Background: an optimization exercise with open tools, aiming at small area, a short achievable clock period and few clock cycles per item. Do not read the settings as production practice.
For this run, only the layout was checked, not whether the RTL still works.
No activity file was given, so power comes from the tool's default toggle rates.

`flow/flow/run.sh`:
```
#!/bin/bash
# Standard layout, with the port buffers made from buf_2 cells instead of the
# default choice, and timing repair aiming further below the clock period.
set -euo pipefail
export BUFFER_PORTS_ARGS="-buffer_cell sky130_fd_sc_hd__buf_2"
export SETUP_SLACK_MARGIN=5
bash standard.sh > standard.log 2>&1
```
`flow/standard.sh`:
```
#!/bin/bash
# synth_recipe.tcl (not shown) runs the flow's synth.tcl, then flattens the netlist and writes it again
# the make line also repeats each setting of config.mk as NAME=value (left out here)
make -C /OpenROAD-flow-scripts/flow DESIGN_CONFIG=/design/flow/config.mk WORK_HOME=/design/flow/orfs CLKGATE_MAP_FILE= SYNTH_SCRIPT=/design/flow/synth_recipe.tcl "${@:-finish}"
```
`flow/config.mk`:
```
export PLATFORM = sky130hd
export DESIGN_NAME = voltmeter_display_controller_core
export DESIGN_NICKNAME = voltmeter_display_controller_core
export VERILOG_FILES = /design/flow/design.v
export SDC_FILE = /design/flow/constraint.sdc
export NUM_CORES = 4
export LEC_CHECK = 0
export ABC_CLOCK_PERIOD_IN_PS = 2000
export CAP_MARGIN = 20
export CORE_MARGIN = 2
export CORE_UTILIZATION = 40
export CTS_BUF_LIST = sky130_fd_sc_hd__clkbuf_4 sky130_fd_sc_hd__clkbuf_8
export CTS_CLUSTER_DIAMETER = 60
export CTS_CLUSTER_SIZE = 40
export PLACE_DENSITY = 0.75
export SLEW_MARGIN = 20
```
`flow/constraint.sdc`:
```
create_clock -name core_clock -period 8.0 [get_ports {i_clk}]
set_input_delay 1.6000 -clock core_clock [delete_from_list [all_inputs] [get_ports {i_clk}]]
set_output_delay 1.6000 -clock core_clock [all_outputs]
set_load 0.01 [all_outputs]
```
`flow/design.v`:
```
`default_nettype none
package vdc_pkg;
    localparam int ADC_W      = 10;
    localparam int ACC_W      = 13;    
    localparam int CNT_W      = 3;
    localparam int FUNC_W     = 2;
    localparam int SW_W       = 4;
    localparam int VAL_W      = 7;
    localparam int DUTY_W     = 7;
    localparam int SEG_W      = 8;
    localparam int PERIOD_W   = 16;
    localparam int PL_W       = 10;    
    localparam int OPD_W      = 11;    
    localparam int CFG_IDX_W  = 3;
    localparam int CFG_DATA_W = 16;
    localparam logic [PERIOD_W-1:0] PERIOD_RST = 16'd25000;
    localparam logic [DUTY_W-1:0]   LEVEL0_RST = 7'd3;
    localparam logic [DUTY_W-1:0]   LEVEL1_RST = 7'd15;
    localparam logic [DUTY_W-1:0]   LEVEL2_RST = 7'd40;
    localparam logic [DUTY_W-1:0]   LEVEL3_RST = 7'd90;
    localparam logic [ACC_W-1:0] ACC_BIAS = 13'd120;
    localparam logic [FUNC_W-1:0] FUNC_SAMPLE  = 2'd0;
    localparam logic [FUNC_W-1:0] FUNC_REFRESH = 2'd1;
    localparam logic [FUNC_W-1:0] FUNC_SWITCH  = 2'd2;
    localparam logic [FUNC_W-1:0] FUNC_NONE    = 2'd3;
    function automatic logic [SEG_W-2:0] glyph(input logic [3:0] d);
        case (d)
            4'd0:    glyph = 7'h77;
            4'd1:    glyph = 7'h41;
            4'd2:    glyph = 7'h3B;
            4'd3:    glyph = 7'h6B;
            4'd4:    glyph = 7'h4D;
            4'd5:    glyph = 7'h6E;
            4'd6:    glyph = 7'h7E;
            4'd7:    glyph = 7'h43;
            4'd8:    glyph = 7'h7F;
            4'd9:    glyph = 7'h6F;
            4'd10:   glyph = 7'h5F;
            4'd11:   glyph = 7'h7C;
            4'd12:   glyph = 7'h36;
            4'd13:   glyph = 7'h79;
            4'd14:   glyph = 7'h3E;
            default: glyph = 7'h1E;
        endcase
    endfunction
    function automatic logic [SEG_W-1:0] refresh_seg(input logic t, input logic [VAL_W-1:0] v);
        logic [3:0] d;
        case ({t, v})
            8'h00: d = 4'd0;
            8'h01: d = 4'd1;
            8'h02: d = 4'd2;
            8'h03: d = 4'd3;
            8'h04: d = 4'd4;
            8'h05: d = 4'd5;
            8'h06: d = 4'd6;
            8'h07: d = 4'd7;
            8'h08: d = 4'd8;
            8'h09: d = 4'd9;
            8'h0A: d = 4'd0;
            8'h0B: d = 4'd1;
            8'h0C: d = 4'd2;
            8'h0D: d = 4'd3;
            8'h0E: d = 4'd4;
            8'h0F: d = 4'd5;
            8'h10: d = 4'd6;
            8'h11: d = 4'd7;
            8'h12: d = 4'd8;
            8'h13: d = 4'd9;
            8'h14: d = 4'd0;
            8'h15: d = 4'd1;
            8'h16: d = 4'd2;
            8'h17: d = 4'd3;
            8'h18: d = 4'd4;
            8'h19: d = 4'd5;
            8'h1A: d = 4'd6;
            8'h1B: d = 4'd7;
            8'h1C: d = 4'd8;
            8'h1D: d = 4'd9;
            8'h1E: d = 4'd0;
            8'h1F: d = 4'd1;
            8'h20: d = 4'd2;
            8'h21: d = 4'd3;
            8'h22: d = 4'd4;
            8'h23: d = 4'd5;
            8'h24: d = 4'd6;
            8'h25: d = 4'd7;
            8'h26: d = 4'd8;
            8'h27: d = 4'd9;
            8'h28: d = 4'd0;
            8'h29: d = 4'd1;
            8'h2A: d = 4'd2;
            8'h2B: d = 4'd3;
            8'h2C: d = 4'd4;
            8'h2D: d = 4'd5;
            8'h2E: d = 4'd6;
            8'h2F: d = 4'd7;
            8'h30: d = 4'd8;
            8'h31: d = 4'd9;
            8'h32: d = 4'd0;
            8'h33: d = 4'd1;
            8'h34: d = 4'd2;
            8'h35: d = 4'd3;
            8'h36: d = 4'd4;
            8'h37: d = 4'd5;
            8'h38: d = 4'd6;
            8'h39: d = 4'd7;
            8'h3A: d = 4'd8;
            8'h3B: d = 4'd9;
            8'h3C: d = 4'd0;
            8'h3D: d = 4'd1;
            8'h3E: d = 4'd2;
            8'h3F: d = 4'd3;
            8'h40: d = 4'd4;
            8'h41: d = 4'd5;
            8'h42: d = 4'd6;
            8'h43: d = 4'd7;
            8'h44: d = 4'd8;
            8'h45: d = 4'd9;
            8'h46: d = 4'd0;
            8'h47: d = 4'd1;
            8'h48: d = 4'd2;
            8'h49: d = 4'd3;
            8'h4A: d = 4'd4;
            8'h4B: d = 4'd5;
            8'h4C: d = 4'd6;
            8'h4D: d = 4'd7;
            8'h4E: d = 4'd8;
            8'h4F: d = 4'd9;
            8'h50: d = 4'd0;
            8'h51: d = 4'd1;
            8'h52: d = 4'd2;
            8'h53: d = 4'd3;
            8'h54: d = 4'd4;
            8'h55: d = 4'd5;
            8'h56: d = 4'd6;
            8'h57: d = 4'd7;
            8'h58: d = 4'd8;
            8'h59: d = 4'd9;
            8'h5A: d = 4'd0;
            8'h5B: d = 4'd1;
            8'h5C: d = 4'd2;
            8'h5D: d = 4'd3;
            8'h5E: d = 4'd4;
            8'h5F: d = 4'd5;
            8'h60: d = 4'd6;
            8'h61: d = 4'd7;
            8'h62: d = 4'd8;
            8'h63: d = 4'd9;
            8'h64: d = 4'd0;
            8'h65: d = 4'd1;
            8'h66: d = 4'd2;
            8'h67: d = 4'd3;
            8'h68: d = 4'd4;
            8'h69: d = 4'd5;
            8'h6A: d = 4'd6;
            8'h6B: d = 4'd7;
            8'h6C: d = 4'd8;
            8'h6D: d = 4'd9;
            8'h6E: d = 4'd0;
            8'h6F: d = 4'd1;
            8'h70: d = 4'd2;
            8'h71: d = 4'd3;
            8'h72: d = 4'd4;
            8'h73: d = 4'd5;
            8'h74: d = 4'd6;
            8'h75: d = 4'd7;
            8'h76: d = 4'd8;
            8'h77: d = 4'd9;
            8'h78: d = 4'd0;
            8'h79: d = 4'd1;
            8'h7A: d = 4'd2;
            8'h7B: d = 4'd3;
            8'h7C: d = 4'd4;
            8'h7D: d = 4'd5;
            8'h7E: d = 4'd6;
            8'h7F: d = 4'd7;
            8'h80: d = 4'd0;
            8'h81: d = 4'd0;
            8'h82: d = 4'd0;
            8'h83: d = 4'd0;
            8'h84: d = 4'd0;
            8'h85: d = 4'd0;
            8'h86: d = 4'd0;
            8'h87: d = 4'd0;
            8'h88: d = 4'd0;
            8'h89: d = 4'd0;
            8'h8A: d = 4'd1;
            8'h8B: d = 4'd1;
            8'h8C: d = 4'd1;
            8'h8D: d = 4'd1;
            8'h8E: d = 4'd1;
            8'h8F: d = 4'd1;
            8'h90: d = 4'd1;
            8'h91: d = 4'd1;
            8'h92: d = 4'd1;
            8'h93: d = 4'd1;
            8'h94: d = 4'd2;
            8'h95: d = 4'd2;
            8'h96: d = 4'd2;
            8'h97: d = 4'd2;
            8'h98: d = 4'd2;
            8'h99: d = 4'd2;
            8'h9A: d = 4'd2;
            8'h9B: d = 4'd2;
            8'h9C: d = 4'd2;
            8'h9D: d = 4'd2;
            8'h9E: d = 4'd3;
            8'h9F: d = 4'd3;
            8'hA0: d = 4'd3;
            8'hA1: d = 4'd3;
            8'hA2: d = 4'd3;
            8'hA3: d = 4'd3;
            8'hA4: d = 4'd3;
            8'hA5: d = 4'd3;
            8'hA6: d = 4'd3;
            8'hA7: d = 4'd3;
            8'hA8: d = 4'd4;
            8'hA9: d = 4'd4;
            8'hAA: d = 4'd4;
            8'hAB: d = 4'd4;
            8'hAC: d = 4'd4;
            8'hAD: d = 4'd4;
            8'hAE: d = 4'd4;
            8'hAF: d = 4'd4;
            8'hB0: d = 4'd4;
            8'hB1: d = 4'd4;
            8'hB2: d = 4'd5;
            8'hB3: d = 4'd5;
            8'hB4: d = 4'd5;
            8'hB5: d = 4'd5;
            8'hB6: d = 4'd5;
            8'hB7: d = 4'd5;
            8'hB8: d = 4'd5;
            8'hB9: d = 4'd5;
            8'hBA: d = 4'd5;
            8'hBB: d = 4'd5;
            8'hBC: d = 4'd6;
            8'hBD: d = 4'd6;
            8'hBE: d = 4'd6;
            8'hBF: d = 4'd6;
            8'hC0: d = 4'd6;
            8'hC1: d = 4'd6;
            8'hC2: d = 4'd6;
            8'hC3: d = 4'd6;
            8'hC4: d = 4'd6;
            8'hC5: d = 4'd6;
            8'hC6: d = 4'd7;
            8'hC7: d = 4'd7;
            8'hC8: d = 4'd7;
            8'hC9: d = 4'd7;
            8'hCA: d = 4'd7;
            8'hCB: d = 4'd7;
            8'hCC: d = 4'd7;
            8'hCD: d = 4'd7;
            8'hCE: d = 4'd7;
            8'hCF: d = 4'd7;
            8'hD0: d = 4'd8;
            8'hD1: d = 4'd8;
            8'hD2: d = 4'd8;
            8'hD3: d = 4'd8;
            8'hD4: d = 4'd8;
            8'hD5: d = 4'd8;
            8'hD6: d = 4'd8;
            8'hD7: d = 4'd8;
            8'hD8: d = 4'd8;
            8'hD9: d = 4'd8;
            8'hDA: d = 4'd9;
            8'hDB: d = 4'd9;
            8'hDC: d = 4'd9;
            8'hDD: d = 4'd9;
            8'hDE: d = 4'd9;
            8'hDF: d = 4'd9;
            8'hE0: d = 4'd9;
            8'hE1: d = 4'd9;
            8'hE2: d = 4'd9;
            8'hE3: d = 4'd9;
            8'hE4: d = 4'd10;
            8'hE5: d = 4'd10;
            8'hE6: d = 4'd10;
            8'hE7: d = 4'd10;
            8'hE8: d = 4'd10;
            8'hE9: d = 4'd10;
            8'hEA: d = 4'd10;
            8'hEB: d = 4'd10;
            8'hEC: d = 4'd10;
            8'hED: d = 4'd10;
            8'hEE: d = 4'd11;
            8'hEF: d = 4'd11;
            8'hF0: d = 4'd11;
            8'hF1: d = 4'd11;
            8'hF2: d = 4'd11;
            8'hF3: d = 4'd11;
            8'hF4: d = 4'd11;
            8'hF5: d = 4'd11;
            8'hF6: d = 4'd11;
            8'hF7: d = 4'd11;
            8'hF8: d = 4'd12;
            8'hF9: d = 4'd12;
            8'hFA: d = 4'd12;
            8'hFB: d = 4'd12;
            8'hFC: d = 4'd12;
            8'hFD: d = 4'd12;
            8'hFE: d = 4'd12;             
            default: d = 4'd12;
        endcase
        refresh_seg = {t, glyph(d)};
    endfunction
endpackage
`default_nettype wire
`default_nettype none
import vdc_pkg::*;
module vdc_cfg (
    input  wire logic                    i_clk,
    input  wire logic                    i_rst_n,
    input  wire logic                    i_cfg_we,
    input  wire logic [CFG_IDX_W-1:0]    i_cfg_idx,
    input  wire logic [CFG_DATA_W-1:0]   i_cfg_data,
    input  wire logic                    i_rotate,
    output      logic [PERIOD_W-1:0]     o_period,
    output      logic [4*DUTY_W-1:0]     o_levels
);
    logic [PERIOD_W-1:0] r_period;
    logic [DUTY_W-1:0]   r_level0, r_level1, r_level2, r_level3;
    always_ff @(posedge i_clk) begin
        if (!i_rst_n) begin
            r_period <= PERIOD_RST;
            r_level0 <= LEVEL0_RST;
            r_level1 <= LEVEL1_RST;
            r_level2 <= LEVEL2_RST;
            r_level3 <= LEVEL3_RST;
        end else begin
            if (i_cfg_we && i_cfg_idx == 3'd0) r_period <= i_cfg_data;
            else if (i_rotate)                 r_period <= {r_period[PERIOD_W-2:0], r_period[PERIOD_W-1]};
            if (i_cfg_we && i_cfg_idx == 3'd1) r_level0 <= i_cfg_data[DUTY_W-1:0];
            if (i_cfg_we && i_cfg_idx == 3'd2) r_level1 <= i_cfg_data[DUTY_W-1:0];
            if (i_cfg_we && i_cfg_idx == 3'd3) r_level2 <= i_cfg_data[DUTY_W-1:0];
            if (i_cfg_we && i_cfg_idx == 3'd4) r_level3 <= i_cfg_data[DUTY_W-1:0];
        end
    end
    assign o_period = r_period;
    assign o_levels = {r_level3, r_level2, r_level1, r_level0};
endmodule
`default_nettype wire
`default_nettype none
import vdc_pkg::*;
module vdc_state (
    input  wire logic                 i_clk,
    input  wire logic                 i_rst_n,
    input  wire logic                 i_load,
    input  wire logic [FUNC_W-1:0]    i_func,
    input  wire logic [PL_W-1:0]      i_pl,
    output      logic [FUNC_W-1:0]    o_op,
    output      logic [OPD_W-1:0]     o_opd
);
    logic [ACC_W-1:0]  r_acc;      
    logic [CNT_W-1:0]  r_count;
    logic              r_volt;     
    logic [FUNC_W-1:0] r_op;
    logic [OPD_W-1:0]  r_opd;
    logic [ACC_W:0]    w_acc_sum;
    logic              w_sample, w_last;
    assign w_acc_sum = (ACC_W+1)'(r_acc) + (ACC_W+1)'(i_pl);
    assign w_sample  = (i_func == FUNC_SAMPLE) && r_volt;
    assign w_last    = (r_count == 3'd7);
    always_ff @(posedge i_clk) begin
        if (!i_rst_n) begin
            r_acc   <= ACC_BIAS;
            r_count <= '0;
            r_volt  <= 1'b1;
        end else if (i_load) begin
            if (w_sample) begin
                r_acc   <= w_last ? ACC_BIAS : w_acc_sum[ACC_W-1:0];
                r_count <= r_count + 3'd1;
            end
            if (i_func == FUNC_SWITCH && i_pl[9:8] != 2'd3)
                r_volt <= (i_pl[9:8] == 2'd0);
        end
    end
    always_ff @(posedge i_clk) begin
        if (i_load) begin
            if (i_func == FUNC_SAMPLE) begin
                r_op  <= (w_sample && w_last) ? FUNC_SAMPLE : FUNC_NONE;
                r_opd <= w_acc_sum[ACC_W:3];
            end else begin
                r_op  <= i_func;
                r_opd <= OPD_W'(i_pl);
            end
        end
    end
    assign o_op  = r_op;
    assign o_opd = r_opd;
endmodule
`default_nettype wire
`default_nettype none
import vdc_pkg::*;
module vdc_out (
    input  wire logic                 i_clk,
    input  wire logic                 i_rst_n,
    input  wire logic                 i_load,
    input  wire logic [FUNC_W-1:0]    i_op,
    input  wire logic [OPD_W-1:0]     i_opd,
    input  wire logic                 i_period_we,   
    input  wire logic [PERIOD_W-1:0]  i_period,
    output      logic                 o_busy,
    output      logic                 o_rotate,   
    output      logic [SEG_W-1:0]     o_seg,
    output      logic [DUTY_W-1:0]    o_duty,
    output      logic [VAL_W-1:0]     o_value,
    output      logic [PERIOD_W-1:0]  o_compare
);
    logic [VAL_W-1:0]  r_value;
    logic              r_toggle;
    logic [DUTY_W-1:0] r_duty;
    logic [SEG_W-1:0]  r_seg;      
    logic [PERIOD_W:0] r_q;
    logic [6:0]        r_rem;
    logic [5:0]        w_a;
    logic [4:0]        w_b;
    logic              w_ge1;
    logic [VAL_W-1:0]  w_avg_val;
    assign w_a       = i_opd[10:5];
    assign w_b       = i_opd[4:0];
    assign w_ge1     = w_a[5] || (w_b >= ~w_a[4:0]);
    assign w_avg_val = (w_a == 6'd31 && w_b == 5'd31) ? 7'd33 : VAL_W'(w_a) + VAL_W'(w_ge1);
    logic [1:0]        w_mode;
    logic [DUTY_W-1:0] w_lv;
    logic              w_lv_zero, w_lv_full;
    assign w_mode    = i_opd[9:8];
    assign w_lv      = i_opd[DUTY_W-1:0];
    assign w_lv_zero = (w_lv == 7'd0);
    assign w_lv_full = (w_lv >= 7'd100);
    logic w_sw, w_set0, w_setp, w_lv_start, w_p_start;
    assign w_sw    = i_load && (i_op == FUNC_SWITCH);
    assign w_set0  = w_sw && (w_mode == 2'd0 || (w_mode == 2'd2 && w_lv_zero));
    assign w_setp  = w_sw && (w_mode == 2'd1 || (w_mode == 2'd2 && w_lv_full));
    assign w_lv_start = w_sw && w_mode == 2'd2 && !w_lv_zero && !w_lv_full;
    assign w_p_start  = i_period_we && r_duty != 7'd0;
    always_ff @(posedge i_clk) begin
        if (!i_rst_n) begin
            r_value  <= '0;
            r_toggle <= 1'b0;
            r_duty   <= '0;
            r_seg    <= '0;
        end else if (i_load) begin
            case (i_op)
                FUNC_SAMPLE: r_value <= w_avg_val;
                FUNC_REFRESH: begin
                    r_toggle <= !r_toggle;
                    r_seg    <= vdc_pkg::refresh_seg(r_toggle, r_value);
                end
                FUNC_SWITCH: case (w_mode)
                    2'd0: r_duty <= 7'd0;
                    2'd1: r_duty <= 7'd100;
                    2'd2: begin
                        r_duty  <= w_lv_full ? 7'd100 : w_lv;
                        r_value <= w_lv;
                    end
                    default: ;
                endcase
                default: ;
            endcase
        end
    end
    logic [8:0] w_t;
    logic [1:0] w_k;
    logic [8:0] w_rem;
    logic [1:0] r_kq;
    logic [PERIOD_W-1:0] w_inc;      
    always_comb begin
        for (int i = 0; i < PERIOD_W; i++)
            w_inc[i] = r_kq[1] && (&(r_q[PERIOD_W-1:0] | (16'hffff << i)));
    end
    logic       w_step;
    assign o_busy   = !r_q[PERIOD_W];
    assign w_step   = o_busy && !r_q[PERIOD_W-1];
    assign o_rotate = w_step || w_lv_start;
    assign w_t      = {1'b0, r_rem, 1'b0} + (i_period[PERIOD_W-1] ? {2'b00, r_duty} : 9'd0);
    always_comb begin
        if (w_t >= 9'd200) begin
            w_k   = 2'd2;
            w_rem = w_t - 9'd200;
        end else if (w_t >= 9'd100) begin
            w_k   = 2'd1;
            w_rem = w_t - 9'd100;
        end else begin
            w_k   = 2'd0;
            w_rem = w_t;
        end
    end
    always_ff @(posedge i_clk) begin
        if (!i_rst_n) begin
            r_q <= {1'b1, {PERIOD_W{1'b0}}};
        end else if (w_lv_start) begin
            r_q <= {{PERIOD_W{1'b0}}, 1'b1};
        end else if (w_p_start) begin
            r_q <= '0;
        end else if (w_set0) begin
            r_q <= {1'b1, {PERIOD_W{1'b0}}};
        end else if (w_setp) begin
            r_q <= {1'b1, i_period};
        end else if (o_busy) begin
            r_q <= {r_q[PERIOD_W-1:0] ^ w_inc, r_kq[0]};
        end
    end
    always_ff @(posedge i_clk) begin
        if (w_lv_start) begin
            r_kq  <= 2'd0;
            r_rem <= i_period[PERIOD_W-1] ? w_lv : 7'd0;
        end else if (w_p_start) begin
            r_kq  <= 2'd1;
            r_rem <= '0;
        end else if (w_step) begin
            r_kq  <= w_k;
            r_rem <= w_rem[6:0];
        end
    end
    assign o_seg     = r_seg;
    assign o_duty    = r_duty;
    assign o_value   = r_value;
    assign o_compare = r_q[PERIOD_W-1:0];
endmodule
`default_nettype wire
`default_nettype none
import vdc_pkg::*;
module voltmeter_display_controller_core (
    input  wire logic                           i_clk,
    input  wire logic                           i_rst_n,
    input  wire logic                           i_cfg_we,
    input  wire logic [vdc_pkg::CFG_IDX_W-1:0]  i_cfg_idx,
    input  wire logic [vdc_pkg::CFG_DATA_W-1:0] i_cfg_data,
    input  wire logic                           i_in_valid,
    output      logic                           o_in_ready,
    input  wire logic [vdc_pkg::FUNC_W-1:0]     i_in_func,
    input  wire logic [9:0]                     i_in_sample,
    input  wire logic [vdc_pkg::SW_W-1:0]       i_in_switches,
    output      logic                           o_out_valid,
    input  wire logic                           i_out_ready,
    output      logic [vdc_pkg::SEG_W-1:0]      o_out_segments,
    output      logic                           o_out_digit_high,
    output      logic [vdc_pkg::DUTY_W-1:0]     o_out_duty_percent,
    output      logic [vdc_pkg::PERIOD_W-1:0]   o_out_compare_count,
    output      logic [vdc_pkg::VAL_W-1:0]      o_out_shown_value
);
    logic [PERIOD_W-1:0]  w_period;
    logic [4*DUTY_W-1:0]  w_levels;
    logic                 w_busy, w_rotate;
    logic                 r_m_valid, r_k_valid, r_p_valid, r_s_pend;
    logic                 w_take, w_adv1, w_adv2;
    assign o_out_valid = r_s_pend && !w_busy;
    assign w_adv2      = r_p_valid && !w_busy && (!r_s_pend || i_out_ready);
    assign w_adv1      = r_m_valid && (!r_p_valid || w_adv2);
    assign o_in_ready  = !r_k_valid;
    assign w_take      = i_in_valid && !r_k_valid;
    always_ff @(posedge i_clk) begin
        if (!i_rst_n) begin
            r_m_valid <= 1'b0;
            r_k_valid <= 1'b0;
            r_p_valid <= 1'b0;
            r_s_pend  <= 1'b0;
        end else begin
            if (w_adv1) begin
                r_m_valid <= r_k_valid || w_take;
                r_k_valid <= 1'b0;
            end else if (w_take) begin
                r_m_valid <= 1'b1;
                r_k_valid <= r_m_valid;
            end
            if (w_adv1)      r_p_valid <= 1'b1;
            else if (w_adv2) r_p_valid <= 1'b0;
            if (w_adv2)                          r_s_pend <= 1'b1;
            else if (o_out_valid && i_out_ready) r_s_pend <= 1'b0;
        end
    end
    logic [FUNC_W-1:0]    r_m_func,  r_k_func;
    logic [PL_W-1:0]      r_m_pl,    r_k_pl;
    logic [PL_W-1:0]      w_in_pl;
    logic [DUTY_W-1:0]    w_in_lv;
    assign w_in_lv = w_levels[i_in_switches[3:2]*DUTY_W +: DUTY_W];
    assign w_in_pl = (i_in_func == FUNC_SWITCH) ? {i_in_switches[1:0], 1'b0, w_in_lv}
                                                : i_in_sample;
    always_ff @(posedge i_clk) begin
        if (w_adv1 ? !r_k_valid : !r_m_valid) begin
            r_m_func <= i_in_func;
            r_m_pl   <= w_in_pl;
        end else if (w_adv1) begin
            r_m_func <= r_k_func;
            r_m_pl   <= r_k_pl;
        end
        if (!r_k_valid) begin
            r_k_func <= i_in_func;
            r_k_pl   <= w_in_pl;
        end
    end
    logic w_period_we;
    assign w_period_we = i_cfg_we && (i_cfg_idx == 3'd0);
    vdc_cfg u_cfg (
        .i_clk      (i_clk),
        .i_rst_n    (i_rst_n),
        .i_cfg_we   (i_cfg_we),
        .i_cfg_idx  (i_cfg_idx),
        .i_cfg_data (i_cfg_data),
        .i_rotate   (w_rotate),
        .o_period   (w_period),
        .o_levels   (w_levels)
    );
    logic [FUNC_W-1:0]   w_op;
    logic [OPD_W-1:0]    w_opd;
    logic [SEG_W-1:0]    w_seg;
    logic [DUTY_W-1:0]   w_duty;
    logic [VAL_W-1:0]    w_value;
    logic [PERIOD_W-1:0] w_compare;
    vdc_state u_state (
        .i_clk      (i_clk),
        .i_rst_n    (i_rst_n),
        .i_load     (w_adv1),
        .i_func     (r_m_func),
        .i_pl       (r_m_pl),
        .o_op       (w_op),
        .o_opd      (w_opd)
    );
    vdc_out u_out (
        .i_clk       (i_clk),
        .i_rst_n     (i_rst_n),
        .i_load      (w_adv2),
        .i_op        (w_op),
        .i_opd       (w_opd),
        .i_period_we (w_period_we),
        .i_period    (w_period),
        .o_busy      (w_busy),
        .o_rotate    (w_rotate),
        .o_seg       (w_seg),
        .o_duty      (w_duty),
        .o_value     (w_value),
        .o_compare   (w_compare)
    );
    assign o_out_segments      = w_seg;
    assign o_out_digit_high    = w_seg[SEG_W-1];
    assign o_out_duty_percent  = w_duty;
    assign o_out_compare_count = w_compare;
    assign o_out_shown_value   = w_value;
endmodule
`default_nettype wire
```
==> run notes <==
[placed cells by master (no fill, tap or decap), drive strengths merged, types with 11 or more instances in the layout]
cell type and n:
nand3 44, nand2 176, nor2 77, mux2 28, a221oi 14, a21boi 32, o21ai 37, ha 46
a22oi 13, dfxtp 107, xor2 15, edfxtp 44, nor3 17, xnor2 19, inv 33, o211a 17
a211oi 11, buf 117, a21oi 36, and2 20, nor2b 31, clkbuf 20, and3 12
[through the flow]
step | hold slack [ns] | setup WS, ns | area (µm²) | utilization, % | total power [W]
5_1_grt | 0.482 | 4.78 | 10600 | 47.1 | 0.00186
2_1_floorplan | 0.435 | 4.90 | 9370 | - | 0.00106
3_3_place_gp | 0.447 | 4.25 | 9710 | 43.1 | 0.00111
4_1_cts | 0.458 | 4.77 | 10400 | 46.1 | 0.00178
6_report | 0.455 | 4.89 | 10600 | 47.1 | 0.00178
3_5_place_dp | 0.446 | 4.18 | 9710 | 43.1 | 0.00112
[how the worst max path moves through the flow]
stage                                 end  slack [ns]  cells after the start
2_1_floorplan  u_out.r_q[10]$_SDFFE_PP0P_        4.90                      8
3_3_place_gp   u_out.r_q[15]$_SDFFE_PP0P_        4.25                      7
3_5_place_dp   u_out.r_q[15]$_SDFFE_PP0P_        4.18                      7
4_1_cts         u_out.r_q[0]$_SDFFE_PN0P_        4.77                      9
5_1_grt          u_out.r_rem[2]$_DFFE_PP_        4.78                     14
6_report         u_out.r_rem[4]$_DFFE_PP_        4.89                     13
[kinds of logic (layout without fill, tap and decap cells)]
group,Yosys count,in the layout,synth area share (%)
AND/OR/NAND/NOR,425,425,22.0
AO/OA/AOI/OAI,226,226,17.7
flip-flops,151,151,37.9
buffers and inverters,106,176,5.46
adder cells (fa/ha/maj),49,49,6.85
multiplexers,47,47,6.85
XOR/XNOR,34,34,3.26
[synthesized netlist by cell type (3+ instances only)]
cell	number
a211oi_1	11
a21boi_0	30
a21o_1	7
a21oi_1	36
a221oi_1	14
a22oi_1	12
a31oi_1	7
and2_1	20
and3_1	12
buf_1	3
buf_2	8
buf_4	18
buf_6	3
clkbuf_1	47
dfxtp_1	107
edfxtp_1	44
ha_1	46
inv_1	27
mux2_2	26
mux2i_1	10
mux4_2	8
nand2_1	175
nand2b_1	6
nand3_1	44
nand3b_1	8
nand4_1	9
nor2_1	77
nor2b_1	31
nor3_1	16
nor3b_1	6
o2111ai_1	4
o211a_1	17
o211ai_1	10
o21a_1	5
o21ai_0	32
o21ai_1	5
o21bai_1	5
o22ai_1	6
o311ai_0	4
or2_2	3
or3_1	3
xnor2_1	19
xor2_1	15
[final cells by class]
class | count | area [µm²] | area share (%)
multi-input combinational | 781 | 5510 | 52.1
sequential | 151 | 3480 | 32.9
timing repair buffer | 117 | 689 | 6.51
tap | 285 | 357 | 3.37
clock buffer | 20 | 256 | 2.42
clock inverter | 12 | 188 | 1.77
inverter | 27 | 105 | 0.992
[layer usage]
metal	part of all wire (%)	wire length, µm
met1	46	10300
met2	47	10400
met3	5.2	1160
met4	1.7	374
met5	0	0
[registers in the layout, indices dropped and copies added, names as in the netlist, 3 cells and up]
name             count
u_out.r_q           17
u_cfg.r_period      16
u_state.r_acc       13
u_state.r_opd       11
r_k_pl              10
r_m_pl              10
u_out.r_seg          8
u_cfg.r_level0       7
u_cfg.r_level1       7
u_cfg.r_level2       7
u_cfg.r_level3       7
u_out.r_duty         7
u_out.r_rem          7
u_out.r_value        7
u_state.r_count      3
[power breakdown]
part / total, W / switching [W] / internal (W)
Sequential: 0.000871 / 0.0000414 / 0.000830
Clock: 0.000659 / 0.000302 / 0.000357
Combinational: 0.000251 / 0.000137 / 0.000114
Total: 0.00178 / 0.000481 / 0.00130
[worst max-delay path, delay by kind of cell (launching register included)]
| family | cells | cell delay (ns) |
|---|---|---|
| fa+ha+maj | 3 | 0.68 |
| flops | 1 | 0.38 |
| buf+inv | 2 | 0.25 |
| compound gates | 2 | 0.59 |
| simple gates | 4 | 0.46 |
| mux | 1 | 0.30 |
| xor+xnor | 1 | 0.20 |
[timing repair]
item | CTS | global route
hold buffers | 0 | 0
cloned | 0 | 0
buffers inserted | 18 | 14
resized for setup | 22 | 27
endpoints found under the setup margin | 49 | 58
pin swaps | 12 | 6
==> impl_results.md <==
- Syn nets: 1,126
- Layout Cells excl Fill: 1,393
- Area leader, netlist: dfxtp_1
- Num CTS Buffers: 17
- Slowest cell on crit path: fa_2
- Reg2reg setup slack: 4.89 ns
- Largest net degree at the start of global routing: 99
- Setup Total Neg Slack: 0 ns
- Final worst-path cycle share: 38.9%
- CTS Sinks: 151
- Die width: 155 µm
- FF-to-FF Start: u_cfg.r_period[15]$_SDFFE_PN0P_
- Fill count: 2,070
- Status: no timing/DRC/antenna violations
- H-Tree Depth: 4
- Max VDD drop: 0.118 mV
- GR Layer Usage met2: 29.0%
- Antenna diodes: 0
- Rows: 55
- Vias in the first global route: 7,265
- Initial core utilization: 40.6%
- Max cap viols: 0
- Top cells by area, synth: dfxtp_1 23%, edfxtp_1 14%, nand2_1 7.2%, ha_1 6.3%, mux2_2 3.2%
- Total congestion overflow: 0
- Minimum clock period: 3.11 ns
- PD cells: 168 nW/µm²
- Number of port buffers: 80
- Syn_area_per_cell: 8.79 µm²
- Actual slew at the worst max-slew pin: 0.927 ns
- R2R depth: 13
- Top Usage Layer GRT: met2
- Final ANT Viol Nets: 0
- Max Slew Vio Count: 0
- Area Overhead vs Synth: 16.0%
- Synth unique cells: 75
- Crit path max fanout: 7
- CTS root buffer: clkbuf_8
- Met1 Use GR: 25.2%
- Vias/cell: 5.57
- Initial antenna violation count: 0
- Met3 usage: 2.90%
- Worst hold start: u_out.r_seg[2]$_SDFFE_PN0P_
- FFs w/ async S/R, synth: 0%
- Synth Flop Type: dfxtp_1
- DRT iter0 DRCs: 692
- Delay of the slowest critical-path stage: 0.40 ns
- Post-synth top area share: 23.5%
- Tot GR Track Use: 18.3%
- Worst hold path class: reg2reg
- Critical Path End Type: register
- R2R Path End: u_out.r_rem[4]$_DFFE_PP_
- Cells after Synth: 1,038
- Post-synth EDFFs: 44
- Synth Register Bits: 151
- Yosys warns: 4
- Clk Latency, worst-skew pair: 0.46 ns
- Post-route DRC: 0
- Nets: 1,183
- Synthesized area: 9130 µm²
- Peak Freq: 0.322 GHz
- HPWL Detailed: 15,100 µm
- Wire length per cell: 16.0 µm
- Ports: 81
- Gpl congestion: 0.882
- Sequential-to-total area share from yosys stat: 37.9%
- Slew margin rel.: 38.2%
- Crit path top cell by count: ha_4
- Clock buffer depth: 2
- Worst EP arrival: 3.32 ns
- Die height: 155 µm
- Via count: 7,753
- Share of cells above drive strength 1: 22.7%
- Critical path type: reg2reg
- Setup Skew: 0.0202 ns
- CTS tree: done
- Hold Path Depth: 2
- Crit path from: u_cfg.r_period[15]$_SDFFE_PN0P_
- Pleak: 4.35 nW
- DRT Pass-1 Iters: 6
- Worst Setup Start Kind: register
- Worst path required time: 8.21 ns
- Placed cells: 1,329
- Critical-path cell list: and2_4 -> ha_4 -> fa_2 -> xnor2_4 -> inv_2 -> ha_4 -> nand3b_1 -> mux2_4 -> a2111oi_4 -> nor3_4 -> buf_4 -> nand2b_4 -> a32o_1
- Core ar.: 22,500 µm²
- Final WL: 22,200 µm
- First-pass GRT wire length: 36,100 µm
- RSZ-0062 raised after global routing: true
- Final setup viols: 0
- Worst-path clk slew: 0.09 ns
- Die area: 24,000 µm²
- Hold endpoint: u_out.r_seg[2]$_SDFFE_PN0P_
- Fin. Hold Viols: 0

-- re-timing with driven ports --
The flow's constraints put no driver on any port. The routed layout listed below was extracted and timed again, unchanged, in two steps.
Step 1: set_driving_cell puts a clkbuf_16 on i_clk and a buf_2 on each other input, an assumption about the parent block.
Step 2 moves the port delays by t, midway between the first and last clock arrival at a register: inputs arrive t later, outputs are due t later. That takes back most of the time a late clock gives input paths.
Slacks: ideal ports / drivers / drivers and shift; pairs: ideal ports / drivers.
shift t [ns]: 0.486
setup WS [ns]: 4.891 / 4.891 / 4.598
hold WS [ns]: 0.455 / 0.455 / 0.455
worst setup path at the end: input to register
cell pins on the clock port's net: 1
After both steps this run still meets setup and hold. The setup slack of this run moves by 0.000 ns with the drivers and by -0.293 ns with both steps.
